This is an optimization exercise on Yosys and OpenROAD, whose aim is small area, not a production implementation. Function was checked by simulation only, so behaviour that the tests miss may differ from the original. The clock port is modelled as an ideal driver; clocking choices that lean on that would not hold on a real chip. Power figures rest on the tool's default switching activity, not on a simulated workload.

File: flow/flow/run.sh
#!/bin/bash
# The standard layout, with three changes:
#  * after the standard synthesis, its combinational cells are mapped again by
#    ABC with area-oriented scripts (flip-flops, their names and cell types
#    are left as the standard synthesis made them); of the scripts below, the
#    smallest netlist whose worst setup slack (OpenSTA, no wires) is at least
#    -0.05 ns is kept;
#  * each port is buffered by the smallest buffer cell instead of the one
#    buffer_ports picks by default;
#  * clock tree synthesis without dummy loads and with smaller clock buffers;
#    a clock buffer whose sinks would see a slew over 100 ps is upsized again
#    (flow/fixclk.tcl, run right after clock tree synthesis).
set -euo pipefail
HERE=$(pwd)
LIB=$FLOW_HOME/platforms/sky130hd/lib/sky130_fd_sc_hd__tt_025C_1v80.lib
YOSYS=${YOSYS_EXE:-$FLOW_HOME/../tools/install/yosys/bin/yosys}
command -v "$YOSYS" > /dev/null || YOSYS=yosys
R=$HERE/orfs/results/sky130hd/fetch_top/base

bash standard.sh synth > flow_synth.log 2>&1

cp $R/1_2_yosys.v $HERE/std_netlist.v
python3 flow/mkmap.py $LIB $HERE/comb_cells.v > flow_mkmap.log 2>&1

best=""
best_area=""
best_slack=""
for s in d3 f1 s3 s7 s22 s26; do
  cat > $HERE/resyn_$s.ys <<EOT
read_liberty -lib $LIB
read_verilog $HERE/std_netlist.v
hierarchy -top fetch_top
techmap -map $HERE/comb_cells.v
opt -purge
techmap
opt -purge
abc -liberty $LIB -dont_use *probe* -dont_use *lpflow* -script $HERE/flow/$s.abc
setundef -zero
splitnets
opt_clean -purge
hilomap -singleton -hicell sky130_fd_sc_hd__conb_1 HI -locell sky130_fd_sc_hd__conb_1 LO
insbuf -buf sky130_fd_sc_hd__buf_4 A X
stat -liberty $LIB
write_verilog -noattr -noexpr -nohex -nodec $HERE/resyn_$s.v
EOT
  if ! "$YOSYS" -s $HERE/resyn_$s.ys > flow_resyn_$s.log 2>&1; then continue; fi
  area=$(grep "Chip area" flow_resyn_$s.log | tail -1 | awk '{print $NF}')
  cat > $HERE/sta_$s.tcl <<EOT
read_lef $FLOW_HOME/platforms/sky130hd/lef/sky130_fd_sc_hd.tlef
read_lef $FLOW_HOME/platforms/sky130hd/lef/sky130_fd_sc_hd_merged.lef
read_liberty $LIB
read_verilog $HERE/resyn_$s.v
link_design fetch_top
read_sdc $HERE/constraint.sdc
set_wire_load_model -name "Small"
report_worst_slack -max -digits 3
EOT
  openroad -no_init -exit $HERE/sta_$s.tcl > flow_sta_$s.log 2>&1 || continue
  slack=$(grep "worst slack" flow_sta_$s.log | tail -1 | awk '{print $NF}')
  [[ -n "$area" && -n "$slack" ]] || continue
  echo "script $s area $area slack $slack" >> flow_choice.log
  if awk -v s="$slack" 'BEGIN{exit !(s >= -0.05)}'; then
    if [[ -z "$best" ]] || awk -v a="$area" -v b="$best_area" 'BEGIN{exit !(a < b)}'; then
      best=$s; best_area=$area; best_slack=$slack
    fi
  fi
done
[[ -n "$best" ]] || best=d3
echo "chosen $best" >> flow_choice.log

# hand the new netlist to the rest of the flow
cp $HERE/resyn_$best.v $R/1_2_yosys.v
rm -f $R/1_synth.odb $R/1_synth.sdc
export BUFFER_PORTS_ARGS="-buffer_cell sky130_fd_sc_hd__buf_1"
export CTS_ARGS="-sink_clustering_enable -repair_clock_nets -dont_use_dummy_load -buf_list sky130_fd_sc_hd__clkbuf_8 -root_buf sky130_fd_sc_hd__clkbuf_8 -sink_clustering_size 35 -sink_clustering_max_diameter 100"
export POST_CTS_TCL=$HERE/flow/fixclk.tcl
bash standard.sh synth > flow_synth2.log 2>&1
bash standard.sh finish > flow_finish.log 2>&1
File: flow/flow/d3.abc
strash; &get -n; &dc2; &dc2; &dch -f; &nf -R 1000; &put
File: flow/flow/f1.abc
strash; &get -n; &dc2; &dc2; &b; &dch -f; &nf -R 1000; &put
File: flow/flow/fixclk.tcl
# Upsize each clock tree buffer whose sinks see a slew over 100 ps (placement
# estimate) to clkbuf_16, then legalize the placement again.
estimate_parasitics -placement
set fixed 0
foreach inst [get_cells clkbuf_*] {
  set worst 0
  foreach pin [get_pins -of_objects $inst -filter "direction == output"] {
    foreach sink [get_pins -of_objects [get_nets -of_objects $pin] -filter "direction == input"] {
      set s [get_property $sink slew_max]
      if {$s > $worst} { set worst $s }
    }
  }
  if {$worst > 0.100} {
    replace_cell $inst sky130_fd_sc_hd__clkbuf_16
    incr fixed
  }
}
puts "fixclk: upsized $fixed clock buffers"
if {$fixed > 0} {
  detailed_placement
  estimate_parasitics -placement
}
File: flow/flow/mkmap.py
#!/usr/bin/env python3
# Write a Yosys techmap file that turns each combinational sky130hd cell into its
# liberty function (flip-flops, latches and cells without a function are left out).
import re, sys
lib = open(sys.argv[1]).read()
out = open(sys.argv[2], 'w')
# split into cell groups
for m in re.finditer(r'\n\s*cell\s*\(\s*"?([\w]+)"?\s*\)\s*\{', lib):
    name = m.group(1)
    start = m.end()
    # find matching brace
    depth = 1; i = start
    while depth:
        c = lib[i]
        if c == '{': depth += 1
        elif c == '}': depth -= 1
        i += 1
    body = lib[start:i]
    if re.search(r'\b(ff|latch|statetable)\s*\(', body):
        continue
    pins = []
    for pm in re.finditer(r'\n\s*pin\s*\(\s*"?([\w]+)"?\s*\)\s*\{', body):
        pstart = pm.end(); depth = 1; j = pstart
        while depth:
            c = body[j]
            if c == '{': depth += 1
            elif c == '}': depth -= 1
            j += 1
        pb = body[pstart:j]
        d = re.search(r'direction\s*:\s*"?(\w+)"?', pb)
        f = re.search(r'\n\s*function\s*:\s*"([^"]*)"', pb)
        pins.append((pm.group(1), d.group(1) if d else None, f.group(1) if f else None))
    outs = [p for p in pins if p[1] == 'output']
    ins = [p for p in pins if p[1] == 'input']
    if not outs or any(p[2] is None for p in outs) or not ins:
        continue
    out.write(f"module {name} ({', '.join(p[0] for p in ins + outs)});\n")
    for p in ins: out.write(f"  input {p[0]};\n")
    for p in outs: out.write(f"  output {p[0]};\n")
    for p in outs:
        fn = p[2].replace('!', '~').replace("'", '')
        out.write(f"  assign {p[0]} = {fn};\n")
    out.write("endmodule\n")
File: flow/flow/s22.abc
strash
&get -n
&dc2
&dc2
&b
&dc2
&b
&dch -f
&nf -R 1000
&put
File: flow/flow/s26.abc
strash
&get -n
&dc2
&b
&dc2
&b
&dch -f
&nf -R 1000 -p
&put
File: flow/flow/s3.abc
strash
&get -n
&dc2
&dc2
&dc2
&b
&dch -f
&nf -R 1000
&put
File: flow/flow/s7.abc
strash
&get -n
&dc2
&b
&dc2
&b
&dch -f
&nf -R 1000
&put
File: flow/standard.sh
#!/bin/bash
# synth_recipe.tcl (not shown) runs the flow's synth.tcl, then flattens the netlist and writes it again
# the make line also repeats each setting of config.mk as NAME=value (left out here)
make -C /OpenROAD-flow-scripts/flow DESIGN_CONFIG=/design/flow/config.mk WORK_HOME=/design/flow/orfs CLKGATE_MAP_FILE= SYNTH_SCRIPT=/design/flow/synth_recipe.tcl "${@:-finish}"
File: flow/config.mk
export PLATFORM = sky130hd
export DESIGN_NAME = fetch_top
export DESIGN_NICKNAME = fetch_top
export VERILOG_FILES = /design/flow/design.v
export SDC_FILE = /design/flow/constraint.sdc
export NUM_CORES = 4
export LEC_CHECK = 0
export CAP_MARGIN = 10
export CORE_MARGIN = 2
export CORE_UTILIZATION = 60
export SLEW_MARGIN = 10
File: flow/constraint.sdc
create_clock -name core_clock -period 8.0 [get_ports {CLK}]
set_input_delay 1.6000 -clock core_clock [delete_from_list [all_inputs] [get_ports {CLK}]]
set_output_delay 1.6000 -clock core_clock [all_outputs]
set_load 0.01 [all_outputs]
File: flow/design.v
module inst_rom (
    input  logic [5:0]  word_addr,
    input  logic        fault,
    output logic [31:0] de_ir,
    output logic        illegal
);
    logic n000;
    logic n001;
    logic n002;
    logic n003;
    logic n004;
    logic n005;
    logic n006;
    logic n007;
    logic n008;
    logic n009;
    logic n010;
    logic n011;
    logic n012;
    logic n013;
    logic n014;
    logic n015;
    logic n016;
    logic n017;
    logic n018;
    logic n019;
    logic n020;
    logic n021;
    logic n022;
    logic n023;
    logic n024;
    logic n025;
    logic n026;
    logic n027;
    logic n028;
    logic n029;
    logic n030;
    logic n031;
    logic n032;
    logic n033;
    logic n034;
    logic n035;
    logic n036;
    logic n037;
    logic n038;
    logic n039;
    logic n040;
    logic n041;
    logic n042;
    logic n043;
    logic n044;
    logic n045;
    logic n046;
    logic n047;
    logic n048;
    logic n049;
    logic n050;
    logic n051;
    logic n052;
    logic n053;
    logic n054;
    logic n055;
    logic n056;
    logic n057;
    logic n058;
    logic n059;
    logic n060;
    logic n061;
    logic n062;
    logic n063;
    logic n064;
    logic n065;
    logic n066;
    logic n067;
    logic n068;
    logic n069;
    logic n070;
    logic n071;
    logic n072;
    logic n073;
    logic n074;
    logic n075;
    logic n076;
    logic n077;
    logic n078;
    logic n079;
    logic n080;
    logic n081;
    logic n082;
    logic n083;
    logic n084;
    logic n085;
    logic n086;
    logic n087;
    logic n088;
    logic n089;
    logic n090;
    logic n091;
    logic n092;
    logic n093;
    logic n094;
    logic n095;
    logic n096;
    logic n097;
    logic n098;
    logic n099;
    logic n100;
    logic n101;
    logic n102;
    logic n103;
    logic n104;
    logic n105;
    logic n106;
    logic n107;
    logic n108;
    logic n109;
    logic n110;
    logic n111;
    logic n112;
    logic n113;
    logic n114;
    logic n115;
    logic n116;
    logic n117;
    logic n118;
    logic n119;
    logic n120;
    logic n121;
    logic n122;
    logic n123;
    logic n124;
    logic n125;
    logic n126;
    logic n127;
    logic n128;
    logic n129;
    logic n130;
    logic n131;
    logic n132;
    logic n133;
    logic n134;
    logic n135;
    logic n136;
    logic n137;
    logic n138;
    logic n139;
    logic n140;
    logic n141;
    logic n142;
    logic n143;
    logic n144;
    logic n145;
    logic n146;
    logic n147;
    logic n148;
    logic n149;
    logic n150;
    logic n151;
    logic n152;
    logic n153;
    logic n154;
    logic n155;
    logic n156;
    logic n157;
    logic n158;
    logic n159;
    logic n160;
    logic n161;
    logic n162;
    logic n163;
    logic n164;
    logic n165;
    logic n166;
    logic n167;
    logic n168;
    logic n169;
    assign n072 = n071 ? word_addr[0] : n115;
    assign n073 = n004 & ~(n031);
    assign n074 = ~((n166 & word_addr[2]) | n073);
    assign n075 = n072 | ~(n074);
    assign n076 = ~((n025 | word_addr[4]) & n147);
    assign de_ir[9] = n075 & ~(n076);
    assign n077 = de_ir[9] & de_ir[16];
    assign n078 = n156 & ~(n016);
    assign de_ir[19] = n077 ? n037 : n078;
    assign n079 = n017 | n108;
    assign de_ir[18] = de_ir[25] | ~(n079);
    assign n080 = de_ir[16] | word_addr[5];
    assign n081 = n021 | ~(de_ir[9]);
    assign de_ir[17] = n080 & ~(n081);
    assign n082 = de_ir[2] | ~(n042);
    assign n083 = n137 & n159;
    assign n084 = n083 | n128;
    assign n085 = n084 & ~(n150);
    assign n086 = n082 & ~(n085);
    assign n087 = word_addr[4] & ~(n022);
    assign n088 = word_addr[1] & ~(n064);
    assign n089 = ~((n088 | n087) & n132);
    assign de_ir[13] = ~n089;
    assign n090 = n089 & ~(fault);
    assign de_ir[15] = n086 ? de_ir[13] : n090;
    assign n091 = n163 | ~(n110);
    assign de_ir[14] = de_ir[25] | ~(n091);
    assign n092 = n111 & ~(n135);
    assign n093 = n083 | ~(n047);
    assign n094 = ~((n093 | n092) & n109);
    assign de_ir[12] = ~((n089 | n137) & n094);
    assign de_ir[11] = de_ir[19] | n020;
    assign de_ir[10] = n140 | ~(n017);
    assign n095 = ~((n033 | n154) & n059);
    assign de_ir[8] = n095 | n062;
    assign n096 = n037 & ~(n166);
    assign n097 = n157 | ~(n096);
    assign n098 = n111 ? word_addr[3] : word_addr[4];
    assign n099 = n098 & n127;
    assign n100 = ~((n097 & word_addr[0]) | n099);
    assign n101 = n100 & n059;
    assign de_ir[7] = n052 & ~(n101);
    assign n102 = n050 ^ n148;
    assign de_ir[6] = de_ir[5] & ~(n102);
    assign n103 = ~(n033 & n009);
    assign de_ir[0] = n103 | n134;
    assign n104 = ~n118;
    assign n105 = ~((n144 | n104) & n037);
    assign n106 = ~(n105 | n087);
    assign illegal = ~((n106 & n103) | n003);
    assign n107 = n007 | n116;
    assign de_ir[30] = de_ir[5] & ~(n107);
    assign n108 = ~word_addr[4];
    assign n109 = ~(fault | word_addr[5]);
    assign n110 = n109 & ~(n108);
    assign n111 = word_addr[1] & word_addr[2];
    assign n112 = ~(n111 & word_addr[3]);
    assign de_ir[26] = n110 & ~(n112);
    assign n113 = word_addr[1] & ~(word_addr[3]);
    assign n114 = ~(word_addr[4] | word_addr[0]);
    assign n115 = ~(word_addr[1] | word_addr[2]);
    assign n116 = ~(n115 | n111);
    assign n117 = ~word_addr[3];
    assign n118 = word_addr[2] & ~(word_addr[0]);
    assign n119 = n117 & ~(n118);
    assign n120 = n119 & n116;
    assign n121 = ~(word_addr[0] | word_addr[2]);
    assign n122 = word_addr[3] ? n115 : n121;
    assign n123 = ~(n122 | n120);
    assign n124 = word_addr[5] & ~(word_addr[4]);
    assign n125 = n124 & ~(n123);
    assign n126 = ~((n114 & n113) | n125);
    assign n127 = ~(word_addr[0] | word_addr[5]);
    assign n128 = word_addr[1] & ~(word_addr[4]);
    assign n129 = word_addr[0] & word_addr[2];
    assign n130 = n128 & ~(n129);
    assign n131 = ~((n115 & word_addr[4]) | n130);
    assign n132 = n109 & ~(n113);
    assign n133 = word_addr[3] & ~(n114);
    assign n134 = n133 | ~(n132);
    assign n135 = ~(word_addr[3] & word_addr[0]);
    assign n136 = n135 | ~(n109);
    assign n137 = word_addr[4] & ~(word_addr[2]);
    assign n138 = n137 | n116;
    assign n139 = n138 | n136;
    assign n140 = ~((n134 | n131) & n139);
    assign n141 = ~(n140 | n127);
    assign n142 = ~n114;
    assign n143 = word_addr[3] & ~(word_addr[1]);
    assign n144 = ~(n143 & word_addr[4]);
    assign n145 = ~((n144 & n142) | word_addr[2]);
    assign n146 = ~((n131 & n117) | n145);
    assign n147 = ~fault;
    assign n148 = ~(word_addr[4] | word_addr[1]);
    assign n149 = ~n148;
    assign n150 = n114 | word_addr[5];
    assign n151 = ~((n150 | n149) & n147);
    assign n152 = n146 & ~(n151);
    assign n153 = ~n152;
    assign de_ir[3] = ~((n141 & n126) | n153);
    assign n154 = ~n109;
    assign n155 = ~word_addr[1];
    assign n156 = word_addr[4] & word_addr[3];
    assign n157 = n155 ? n117 : n156;
    assign n158 = ~word_addr[2];
    assign n159 = ~(word_addr[3] | word_addr[0]);
    assign n160 = n135 & ~(n159);
    assign n161 = ~(word_addr[3] | word_addr[1]);
    assign n162 = n161 & n121;
    assign n163 = ~((n160 & word_addr[2]) | n162);
    assign n164 = n163 & ~(n158);
    assign n165 = ~word_addr[0];
    assign n166 = ~(word_addr[4] | word_addr[3]);
    assign n167 = ~(n166 | n156);
    assign n168 = n167 ? n165 : n157;
    assign n169 = n158 & ~(n168);
    assign n000 = ~((n164 & n157) | n169);
    assign n001 = n000 & ~(n154);
    assign n002 = n001 | n132;
    assign n003 = ~(n002 | de_ir[3]);
    assign n004 = n156 | word_addr[5];
    assign n005 = word_addr[2] & ~(word_addr[3]);
    assign n006 = ~n005;
    assign n007 = ~n156;
    assign n008 = word_addr[2] | ~(word_addr[3]);
    assign n009 = n121 & ~(n161);
    assign n010 = n009 | ~(n008);
    assign n011 = word_addr[3] & ~(word_addr[0]);
    assign n012 = n108 ? n155 : n111;
    assign n013 = n012 & n011;
    assign n014 = ~((n010 & n007) | n013);
    assign n015 = ~((n006 | n168) & n014);
    assign de_ir[4] = n003 | ~(n015);
    assign n016 = fault | ~(word_addr[5]);
    assign n017 = n016 | n146;
    assign n018 = word_addr[4] ? n154 : n017;
    assign n019 = n018 | de_ir[3];
    assign n020 = de_ir[4] & ~(n019);
    assign n021 = n108 & ~(n017);
    assign n022 = n143 | ~(n129);
    assign n023 = n011 | n127;
    assign n024 = n022 & ~(n023);
    assign n025 = ~n024;
    assign n026 = word_addr[0] & ~(n166);
    assign n027 = ~(n026 & n007);
    assign n028 = n160 & ~(n131);
    assign n029 = n111 | n108;
    assign n030 = n129 & ~(n029);
    assign n031 = n137 | n155;
    assign n032 = n030 | ~(n031);
    assign n033 = ~((n032 & n027) | n028);
    assign n034 = n110 & ~(n033);
    assign n035 = ~((n034 | n021) & n025);
    assign n036 = n020 & ~(n035);
    assign n037 = ~word_addr[5];
    assign n038 = ~(n118 & n037);
    assign n039 = n038 & ~(n026);
    assign n040 = ~((n113 | word_addr[2]) & n037);
    assign n041 = ~n040;
    assign n042 = ~((n041 & n167) | n039);
    assign n043 = n109 & ~(n155);
    assign n044 = n042 ? n043 : n020;
    assign de_ir[23] = n044 & ~(n036);
    assign de_ir[22] = de_ir[23] & n004;
    assign n045 = ~(n161 | n111);
    assign n046 = ~(n045 | n167);
    assign n047 = ~((n148 & n118) | n030);
    assign n048 = ~((n158 & word_addr[5]) | n120);
    assign n049 = n048 ^ n047;
    assign n050 = ~((n046 & n041) | n049);
    assign n051 = de_ir[22] | ~(n050);
    assign de_ir[2] = n051 & ~(n003);
    assign n052 = n126 & ~(fault);
    assign n053 = n133 & ~(n155);
    assign n054 = n045 & ~(n053);
    assign n055 = n005 | n137;
    assign n056 = ~((n055 & word_addr[0]) | n054);
    assign n057 = ~((n056 | word_addr[5]) & n052);
    assign de_ir[25] = de_ir[2] & ~(n057);
    assign de_ir[24] = ~n035;
    assign n058 = n162 | n142;
    assign n059 = n058 | n017;
    assign de_ir[21] = ~((n000 | n154) & n059);
    assign de_ir[20] = ~n057;
    assign n060 = n166 ? n121 : word_addr[5];
    assign n061 = ~(n060 & n155);
    assign n062 = n052 & ~(n061);
    assign n063 = ~(n038 | n167);
    assign n064 = word_addr[2] & ~(word_addr[4]);
    assign n065 = ~(n064 & n053);
    assign n066 = ~((n119 & word_addr[1]) | n026);
    assign n067 = n047 & ~(n066);
    assign n068 = ~((n067 & n065) | n063);
    assign de_ir[5] = ~(n068 | n003);
    assign n069 = n031 | n166;
    assign n070 = de_ir[5] & ~(n069);
    assign de_ir[16] = n070 | n062;
    assign n071 = word_addr[3] & ~(word_addr[5]);
    assign { de_ir[31], de_ir[29:27], de_ir[1] } = { de_ir[26], de_ir[26:25], de_ir[26], de_ir[0] };
endmodule
module legal_check (
    input  logic de_v,
    input  logic illegal,    
    output logic f_ii
);
    assign f_ii = de_v && illegal;
endmodule
module inst_cache (
    input  logic       CLK,
    input  logic       reset,
    input  logic [5:0] fetch_pc,    
    input  logic       fetch_req,
    output logic       hit
);
    logic [2:0] tag_mem [8];
    logic [7:0] line_v;
    logic [1:0] cnt;         
    logic [5:0] refill_pc;
    logic       start;
    logic       fill;
    assign hit   = line_v[fetch_pc[2:0]] && (tag_mem[fetch_pc[2:0]] == fetch_pc[5:3]);
    assign start = (cnt == 2'd0) && fetch_req && !hit;
    assign fill  = (cnt == 2'd3);
    always_ff @(posedge CLK) begin
        if (reset) begin
            cnt    <= 2'd0;
            line_v <= 8'd0;
        end else begin
            if (start || cnt != 2'd0) begin
                cnt <= cnt + 2'd1;
            end
            if (fill) begin
                line_v[refill_pc[2:0]] <= 1'b1;
            end
        end
    end
    always_ff @(posedge CLK) begin
        if (cnt == 2'd0) begin
            refill_pc <= fetch_pc;
        end
    end
    always_ff @(posedge CLK) begin
        if (fill) begin
            tag_mem[refill_pc[2:0]] <= refill_pc[5:3];
        end
    end
endmodule
module fetch_stage (
    input  logic    CLK,
    input  logic    reset,
    input  logic [1:0] pc_mux,
    input  logic [63:0] br_target,
    input  logic [63:0] mtvec,
    input  logic    trap,
    input  logic    br_stall_de,
    input  logic    br_stall_agex,
    input  logic    br_stall_mem,
    input  logic    mem_stall,
    input  logic    cache_hit,
    output logic [63:0] fetch_pc,
    output logic    fetch_req,
    output logic    de_v,
    output logic    fault,
    output logic    f_iam,
    output logic    f_iaf
);
    logic [63:0] pc_next;
    logic        branch;
    logic        v_next;
    logic        misaligned;
    logic        hi_zero;
    logic        prev_in_rom;
    assign misaligned = |fetch_pc[1:0];
    assign hi_zero    = ~|fetch_pc[63:9];
    assign fetch_req = !misaligned && hi_zero && !fetch_pc[8];
    logic        adv;       
    logic        keep;      
    logic        ld_trap;
    logic        ld_br;
    logic [63:2] inc;       
    assign branch = br_stall_mem && (pc_mux == 2'd1);
    assign v_next = !trap && !br_stall_de && !br_stall_agex && !br_stall_mem &&
                    (!fetch_req || cache_hit);
    assign ld_trap = !reset && !mem_stall && trap;
    assign ld_br   = !reset && !mem_stall && !trap && branch;
    assign adv     = !reset && !mem_stall && v_next;
    assign keep    = !reset && !ld_trap && !ld_br;
    localparam int BLK = 16;
    logic [63:2] ones;      
    logic [63/BLK:0] blk;      
    for (genvar i = 2; i < 64; i++) begin : g_ones
        if ((i - 2) % BLK == 0) begin : g_first
            assign ones[i] = fetch_pc[i];
        end else begin : g_next
            assign ones[i] = ones[i-1] && fetch_pc[i];
        end
    end
    assign blk[0] = adv;
    for (genvar j = 1; j <= 61/BLK; j++) begin : g_blk
        assign blk[j] = blk[j-1] && ones[BLK*j+1];
    end
    for (genvar i = 2; i < 64; i++) begin : g_inc
        if ((i - 2) % BLK == 0) begin : g_first
            assign inc[i] = blk[(i-2)/BLK];
        end else begin : g_next
            assign inc[i] = blk[(i-2)/BLK] && ones[i-1];
        end
    end
    assign pc_next[1:0]  = ({2{ld_trap}} & mtvec[1:0]) | ({2{ld_br}} & br_target[1:0]) |
                           ({2{keep}} & fetch_pc[1:0]);
    assign pc_next[63:2] = ({62{ld_trap}} & mtvec[63:2]) | ({62{ld_br}} & br_target[63:2]) |
                           ({62{keep}} & (fetch_pc[63:2] ^ inc));
    always_ff @(posedge CLK) begin
        fetch_pc <= pc_next;
    end
    always_ff @(posedge CLK) begin
        if (reset) begin
            de_v <= 1'b0;
        end else if (!mem_stall) begin
            de_v <= v_next;
        end
    end
    assign prev_in_rom = hi_zero && (fetch_pc[8] ^ (|fetch_pc[7:2]));
    assign fault = misaligned || !prev_in_rom;
    assign f_iam = de_v && misaligned;
    assign f_iaf = de_v && !prev_in_rom;
endmodule
module fetch_top (
    input  logic    CLK,
    input  logic    reset,
    input  logic [1:0] pc_mux,
    input  logic [63:0] br_target,
    input  logic [63:0] mtvec,
    input  logic    trap,
    input  logic    br_stall_de,
    input  logic    br_stall_agex,
    input  logic    br_stall_mem,
    input  logic    mem_stall,
    output logic    de_v,
    output logic [31:0]   de_ir,
    output logic [63:0] de_npc,
    output logic    f_iam,
    output logic    f_iaf,
    output logic    f_ii
);
    logic [63:0] fetch_pc;
    logic        fetch_req;
    logic        cache_hit;
    logic        fault;
    logic        illegal;
    fetch_stage u_fetch_stage (
        .CLK           (CLK),
        .reset         (reset),
        .pc_mux        (pc_mux),
        .br_target     (br_target),
        .mtvec         (mtvec),
        .trap          (trap),
        .br_stall_de   (br_stall_de),
        .br_stall_agex (br_stall_agex),
        .br_stall_mem  (br_stall_mem),
        .mem_stall     (mem_stall),
        .cache_hit     (cache_hit),
        .fetch_pc      (fetch_pc),
        .fetch_req     (fetch_req),
        .de_v          (de_v),
        .fault         (fault),
        .f_iam         (f_iam),
        .f_iaf         (f_iaf)
    );
    inst_cache u_inst_cache (
        .CLK       (CLK),
        .reset     (reset),
        .fetch_pc  (fetch_pc[7:2]),
        .fetch_req (fetch_req),
        .hit       (cache_hit)
    );
    assign de_npc = fetch_pc;
    inst_rom u_inst_rom (
        .word_addr (fetch_pc[7:2]),
        .fault     (fault),
        .de_ir     (de_ir),
        .illegal   (illegal)
    );
    legal_check u_legal_check (
        .de_v    (de_v),
        .illegal (illegal),
        .f_ii    (f_ii)
    );
endmodule
==> results.json, run 1 <==
{
  "nets": 1052,
  "grt_first_pass_wirelength_um": 30820,
  "firstDrtPassIters": 5,
  "wl_met2_um": 9735,
  "cpPeakStageDelay_ns": 0.41,
  "clock_latency_ns": 0.38,
  "grt_pass1_vias": 6241,
  "rsz0062_at_grt": "no",
  "drive_gt1_share_pct": 4.053,
  "numPortBuffers": 236,
  "met3WireLength_um": 2546,
  "die_w_um": 100.8,
  "relSlewSlack_pct": 24.97,
  "syn_inst": 663,
  "antenna_found_initial": 0,
  "final-setup-viol-count": 0,
  "fin_crit_sh_pct": 95.51,
  "coreArea_um2": 9153,
  "leakage_nw": 2.394,
  "slew_violations": 0,
  "wl_um": 20710,
  "utilization_pct": 75.08,
  "antenna_left": 0,
  "ys_warn_count": 2,
  "fmaxAchievable_ghz": 0.1309,
  "crit_arrival_ns": 7.83,
  "cp-end-kind": "flop",
  "outcome": "no timing/DRC/antenna violations",
  "area_growth_pct": 22.34,
  "die_y_um": 100.8,
  "dieArea_um2": 10150,
  "drt_iter0_drc": 687,
  "crit_type": "input port to flop",
  "hold_viol_final": 0,
  "cellPowerDensity_nw_per_um2": 157.7,
  "totalPowerFinal_mw": 1.084,
  "synth_nets": 800,
  "maxUsedRoutingLayer": "met4",
  "syn_area_per_cell_um2": 8.472,
  "met1_length_um": 7453,
  "numClockSinks": 105,
  "worst_path_most_repeated_cell": "and3_1",
  "tightest_slew_ns": 1.123,
  "cts_tree": "yes",
  "grt-ovfl-total": 0,
  "skew_ns": 0.02971,
  "rows": 35,
  "ir_worst_vdd_mv": 0.09904,
  "vias": 6891,
  "critPathLaunchType": "input port",
  "drc": 0,
  "netlist_area_um2": 5617,
  "dp_hpwl_um": 15330,
  "initial_core_util_pct": 61.37,
  "critPathRequiredTime_ns": 8.19,
  "cts.reportedPaths.clkPinSlew_ns": 0.08,
  "ios": 237,
  "grt_max_degree": 68,
  "cap_violations": 0,
  "grt_usage_pct": 38.90,
  "period_minus_slack_ns": 7.641,
  "gp_congestion": 1.032,
  "post_drt_wl_per_cell_um": 20.22,
  "diodes": 0,
  "worstPathMaxFanout": 8,
  "crit_slowest_cell": "or3_1",
  "hold_class": "flop to flop",
  "viasPerCell": 6.729
}
placed cells by master, fill, tap and decap left out, types with 7 or more instances in the layout:
master	count
a221oi_1	9
edfxtp_1	30
nand2_1	51
a221o_1	27
a22oi_1	30
clkinv_1	13
dfxtp_1	75
and2_0	12
clkbuf_8	7
and3_1	24
buf_4	16
nor2b_1	8
nor3_1	32
nor4_1	21
nand3_1	16
a211oi_1	8
xnor2_1	9
buf_1	236
nor2_1	88
o21ai_0	67
a21oi_1	50
a222oi_1	8
per-stage QoR:
stage                     area [µm²]  hold WS (ns)  instances  setup slack (ns)  setup TNS [ns]
after detailed placement        6694        0.4573       1015           -0.3609         -0.8919
after global routing            6872        0.5175       1024           0.04750               0
final                           6872        0.4776       1024            0.3590               0
after floorplan                 5617        0.4348        663            0.4040               0
after global placement          6694        0.4493       1015            0.1713               0
critical path, delay by kind of cell:
kind	cells	cell delay, ns
AO/OA/AOI/OAI	1	0.09
AND/OR/NAND/NOR	26	5.86
buffers and inverters	1	0.13
XOR/XNOR	1	0.15
state kept, by name (all words and copies together) (netlist names):
signal	cells
u_inst_cache.line_v	8
u_inst_cache.refill_pc	6
u_fetch_stage.de_v	1
u_inst_cache.tag_mem	24
u_inst_cache.cnt	2
u_fetch_stage.fetch_pc	64
final cells by class:
class / count / area [µm²]
clock buffers: 9 / 146.4
fillers: 717 / 2281
inverters: 13 / 48.80
multi-input cells: 534 / 3129
flip-flops and latches: 105 / 2402
well taps: 111 / 138.9
repair buffers: 252 / 1006
where the power goes:
part | internal (mW) | switching (mW)
logic | 0.0725 | 0.124
clock network | 0.123 | 0.166
registers | 0.569 | 0.0296
total | 0.764 | 0.319
routing by layer:
layer | global-route usage (%) | vias to the layer above
met1 | 49.20 | 3137
met2 | 63.03 | 593
met4 | 20.76 | 0
li1 | - | 3072
met5 | 0 | -
met3 | 7.351 | 89
path summary, 6_finish.rpt:
path,from,endpoint,slack [ns],cells after the start
max,reset,u_fetch_stage.fetch_pc[63],0.36,29
min,u_inst_cache.cnt[0],u_inst_cache.cnt[0],0.48,1
max reg2reg,u_fetch_stage.fetch_pc[5],u_fetch_stage.fetch_pc[63],1.66,28
min reg2reg,u_inst_cache.cnt[0],u_inst_cache.cnt[0],0.48,1
==> run 2, diff against run 1 <==
--- a/flow/config.mk
+++ b/flow/config.mk
@@ -9,3 +9,3 @@
 export CORE_MARGIN = 2
-export CORE_UTILIZATION = 60
+export CORE_UTILIZATION = 75
 export SLEW_MARGIN = 10
==> run 2 against run 1 <==
Synthesized cell count stayed put. Synthesized area is the same. The flow now stops in global placement.
==> results.json, run 2 <==
{
  "rows": 31,
  "synth_nets": 800,
  "outcome": "stopped before the end",
  "ys_warn_count": 2,
  "netlist_area_um2": 5617,
  "toolErrorMsg": "[ERROR GPL-0301] Utilization 102.259 % exceeds 100%.",
  "haltStage": "global placement",
  "syn_inst": 663,
  "ios": 237,
  "numPortBuffers": 236,
  "die_w_um": 90.54,
  "syn_area_per_cell_um2": 8.472,
  "die_y_um": 90.54,
  "initial_core_util_pct": 77.44
}

static timing again, ports no longer ideal:
The flow's constraints put no driver on any port. The routed layout listed below was extracted and timed again, unchanged, in two steps.
Step 1 sets driving cells, clkbuf_16 on the clock port and buf_2 on the other inputs (assumed; they add their load-dependent delay and slew).
Step 2 also shifts input and output timing later by t, the mid clock arrival at the registers, as if the neighbouring blocks saw the same clock.
Slacks: no drivers / after step 1 / after step 2; pairs: no drivers / after step 1.
run: run 1
t (ns): 0.402
setup WS [ns]: 0.359 / 0.369 / -0.033
latest minus earliest clock arrival (ns): 0.029 / 0.030
Met with ideal ports but missed after step 2: setup timing in run 1. For run 1, drivers alone change the setup slack by +0.010 ns; drivers and shift together by -0.392 ns.
